Background: an optimization exercise with open tools, aiming at small area. Do not read the settings as production practice.
Function was checked by simulation only, so behaviour that the tests miss may differ from the original.
Power and IR drop assume default switching activity.

Setup of the baseline:
## block_stream_top
module block_stream_top (
	input  logic              clk_125,
	input  logic              rst_crc,
	input  stream_pkg::word_t in0_data,
	input  logic              in0_wr,
	input  stream_pkg::word_t in1_data,
	input  logic              in1_wr,
	input  logic              time_clr,
	input  logic              credit_return,
	output stream_pkg::word_t out_data,
	output logic              out_valid,
	output logic              out_sop,
	output logic              out_eop,
	output logic              ovf0,
	output logic              ovf1
);
Size: about 4000 cells after synthesis, ~110 I/O pins, about 78000 sq um of cells after synthesis.
==> module sel_nor2, before the edit <==
module sel_nor2 (
	input  logic a, b,
	output logic y
);
	assign y = ~(a | b);
endmodule
==> module frame_combiner, before the edit <==
module frame_combiner (
	input  logic              clk_125,
	input  logic              rst_crc,
	input  logic              time_clr,
	input  logic              credit_return,
	input  logic              ch0_block_avail,
	input  logic [1:0]        ch0_rd_blk,
	input  logic [1023:0]     ch0_words,
	output logic [2:0]        ch0_rd_off,
	output logic              ch0_rd_all,
	output logic              ch0_block_done,
	input  logic              ch1_block_avail,
	input  logic [1:0]        ch1_rd_blk,
	input  logic [1023:0]     ch1_words,
	output logic [2:0]        ch1_rd_off,
	output logic              ch1_rd_all,
	output logic              ch1_block_done,
	output stream_pkg::word_t out_data,
	output logic              out_valid,
	output logic              out_sop,
	output logic              out_eop
);
	localparam logic [3:0] PH_CRC  = 4'd8;
	localparam logic [3:0] PH_IDLE = 4'd12;
	localparam logic [3:0] PH_HDR  = 4'd15;
	logic [3:0]       ph;
	logic             sel;        
	logic             pick;       
	logic [1:0]       blk;        
	logic             pay;        
	logic             in_crc;
	logic             in_hdr;
	stream_pkg::seq_t seq0, seq1, seq;
	logic [2:0]       credits;
	crc_pkg::crc_t    crc;
	stream_pkg::word_t pay_data;
	assign pay    = !ph[3];
	assign pick   = (ch0_block_avail && ch1_block_avail) ? ~sel : ch1_block_avail;
	assign in_crc = ph == PH_CRC;
	assign in_hdr = ph == PH_HDR;
	assign out_valid = (ph != PH_IDLE) && (credits != 3'd0);
	assign out_sop   = out_valid && in_hdr;
	assign out_eop   = out_valid && in_crc;
	always_ff @(posedge clk_125)
	begin
		if (rst_crc)
		begin
			ph  <= PH_IDLE;
			sel <= 1'b1;              
		end
		else if (ph == PH_IDLE)
		begin
			if (ch0_block_avail || ch1_block_avail)
			begin
				sel <= pick;
				blk <= pick ? ch1_rd_blk : ch0_rd_blk;
				ph  <= PH_HDR;
			end
		end
		else if (out_valid)
			ph <= in_crc ? PH_IDLE : ph + 1'b1;
	end
	always_ff @(posedge clk_125)
	begin
		if (rst_crc || time_clr)
		begin
			seq0 <= '0;
			seq1 <= '0;
		end
		else if (out_sop)
		begin
			if (sel)
				seq1 <= seq1 + 1'b1;
			else
				seq0 <= seq0 + 1'b1;
		end
	end
	always_ff @(posedge clk_125)
	begin
		if (rst_crc)
			credits <= 3'd4;
		else if (out_valid && !credit_return)
			credits <= credits - 1'b1;
		else if (!out_valid && credit_return)
			credits <= credits + 1'b1;
	end
	logic [63:0] s_word;
	logic [7:0]  hi_n, lo_n;
	always_comb
		for (int k = 0; k < 8; k++)
		begin
			hi_n[k] = !({sel, blk} == 3'(k));
			lo_n[k] = !(pay && ph[2:0] == 3'(k));
		end
	for (genvar i = 0; i < 64; i++)
	begin : g_sel
		sel_nor2 u_nor (
			.a (hi_n[i / 8]),
			.b (lo_n[i % 8]),
			.y (s_word[i])
		);
	end
	word_sel u_sel (
		.words    ({ch1_words, ch0_words}),
		.s        (s_word),
		.crc_out  (crc ^ crc_pkg::CRC_XOROUT),
		.s_crc    (in_crc),
		.hdr_chan (sel),
		.hdr_seq  (seq),
		.s_hdr    (in_hdr),
		.y        (out_data)
	);
	assign pay_data = out_data;
	crc_pkg::crc_t crc_x, crc_nxt;
	assign crc_x = ((ph[2:0] == 3'd0) ? crc_pkg::CRC_INIT : crc) ^ pay_data;
	crc_f u_crc (
		.x (crc_x),
		.y (crc_nxt)
	);
	always_ff @(posedge clk_125)
	begin
		if (out_valid && pay)
			crc <= crc_nxt;
	end
	assign ch0_rd_off     = (pay && !sel) ? ph[2:0] : 3'd0;
	assign ch1_rd_off     = (pay &&  sel) ? ph[2:0] : 3'd0;
	assign ch0_rd_all     = in_crc && !sel;
	assign ch1_rd_all     = in_crc &&  sel;
	assign ch0_block_done = out_eop && !sel;
	assign ch1_block_done = out_eop &&  sel;
	assign seq = sel ? seq1 : seq0;
endmodule
Settings: LEC_CHECK=0, CAP_MARGIN=20, CORE_MARGIN=2, CORE_UTILIZATION=65, CTS_BUF_LIST=sky130_fd_sc_hd__clkbuf_8, CTS_CLUSTER_DIAMETER=60, CTS_CLUSTER_SIZE=16, SLEW_MARGIN=20, SYNTH_HIERARCHICAL=1; clock period 6.5 ns.
run.sh (not shown) runs the stock make flow with config.mk's settings and CLKGATE_MAP_FILE= SYNTH_SCRIPT=/design/flow/synth_recipe.tcl, a recipe that flattens the netlist after the stock synthesis.
The inputs of the candidate differ from those of the baseline as listed below.
--- a/flow/design.v
+++ b/flow/design.v
@@ -53,10 +53,4 @@
 	end
 endmodule
-module sel_nor2 (
-	input  logic a, b,
-	output logic y
-);
-	assign y = ~(a | b);
-endmodule
 package crc_pkg;
 	localparam int unsigned CRC_W = 32;       
@@ -384,6 +378,4 @@
 	logic [3:0]       ph;
 	logic             sel;        
-	logic             pick;       
-	logic [1:0]       blk;        
 	logic             pay;        
 	logic             in_crc;
@@ -394,5 +386,4 @@
 	stream_pkg::word_t pay_data;
 	assign pay    = !ph[3];
-	assign pick   = (ch0_block_avail && ch1_block_avail) ? ~sel : ch1_block_avail;
 	assign in_crc = ph == PH_CRC;
 	assign in_hdr = ph == PH_HDR;
@@ -411,6 +402,5 @@
 			if (ch0_block_avail || ch1_block_avail)
 			begin
-				sel <= pick;
-				blk <= pick ? ch1_rd_blk : ch0_rd_blk;
+				sel <= (ch0_block_avail && ch1_block_avail) ? ~sel : ch1_block_avail;
 				ph  <= PH_HDR;
 			end
@@ -444,18 +434,10 @@
 	end
 	logic [63:0] s_word;
-	logic [7:0]  hi_n, lo_n;
+	logic [5:0]  rd_idx;
+	assign rd_idx = {sel, sel ? ch1_rd_blk : ch0_rd_blk, ph[2:0]};
 	always_comb
-		for (int k = 0; k < 8; k++)
-		begin
-			hi_n[k] = !({sel, blk} == 3'(k));
-			lo_n[k] = !(pay && ph[2:0] == 3'(k));
-		end
-	for (genvar i = 0; i < 64; i++)
-	begin : g_sel
-		sel_nor2 u_nor (
-			.a (hi_n[i / 8]),
-			.b (lo_n[i % 8]),
-			.y (s_word[i])
-		);
+	begin
+		s_word = '0;
+		s_word[rd_idx] = pay;
 	end
 	word_sel u_sel (
==> comparison <==
The candidate vs the baseline: depth of the worst register-to-register path up in the candidate
Layout-stage area growth over the synthesis result: the candidate > the baseline
Compared with the baseline, in the candidate footprint of the flip-flops and latches has remained practically unchanged, total chip power now sits higher, met3 wirelength from detailed routing went up by 720 um, clock power comparable.
Comparing the candidate with the baseline, the die area came out essentially unchanged.

## port drivers added, routing unchanged
How much do the figures lean on ideal ports? The routed layouts below were timed once more, with nothing changed but the port constraints. Step 1, drivers: a clkbuf_16 drives clk_125 and a buf_2 each remaining input, both assumed. Step 2 times the ports against the registers' clock, not the clock port: input delays grow and output delays shrink by t, the midpoint of the rising clock arrivals with the driver on. Slacks: ideal ports / drivers / drivers and shift; pairs: ideal ports / drivers.
| run | t, ns | slack for setup (ns) | worst setup path after step 2 | slew at the worst register clock pin (ns) |
|---|---|---|---|---|
| the baseline | 0.957 | 0.062 / -0.014 / 0.276 | register to register | 0.11 / 0.11 |
| the candidate | 0.986 | 0.103 / 0.032 / 0.627 | register to register | 0.10 / 0.10 |
After both steps setup and hold are still met in every run listed.
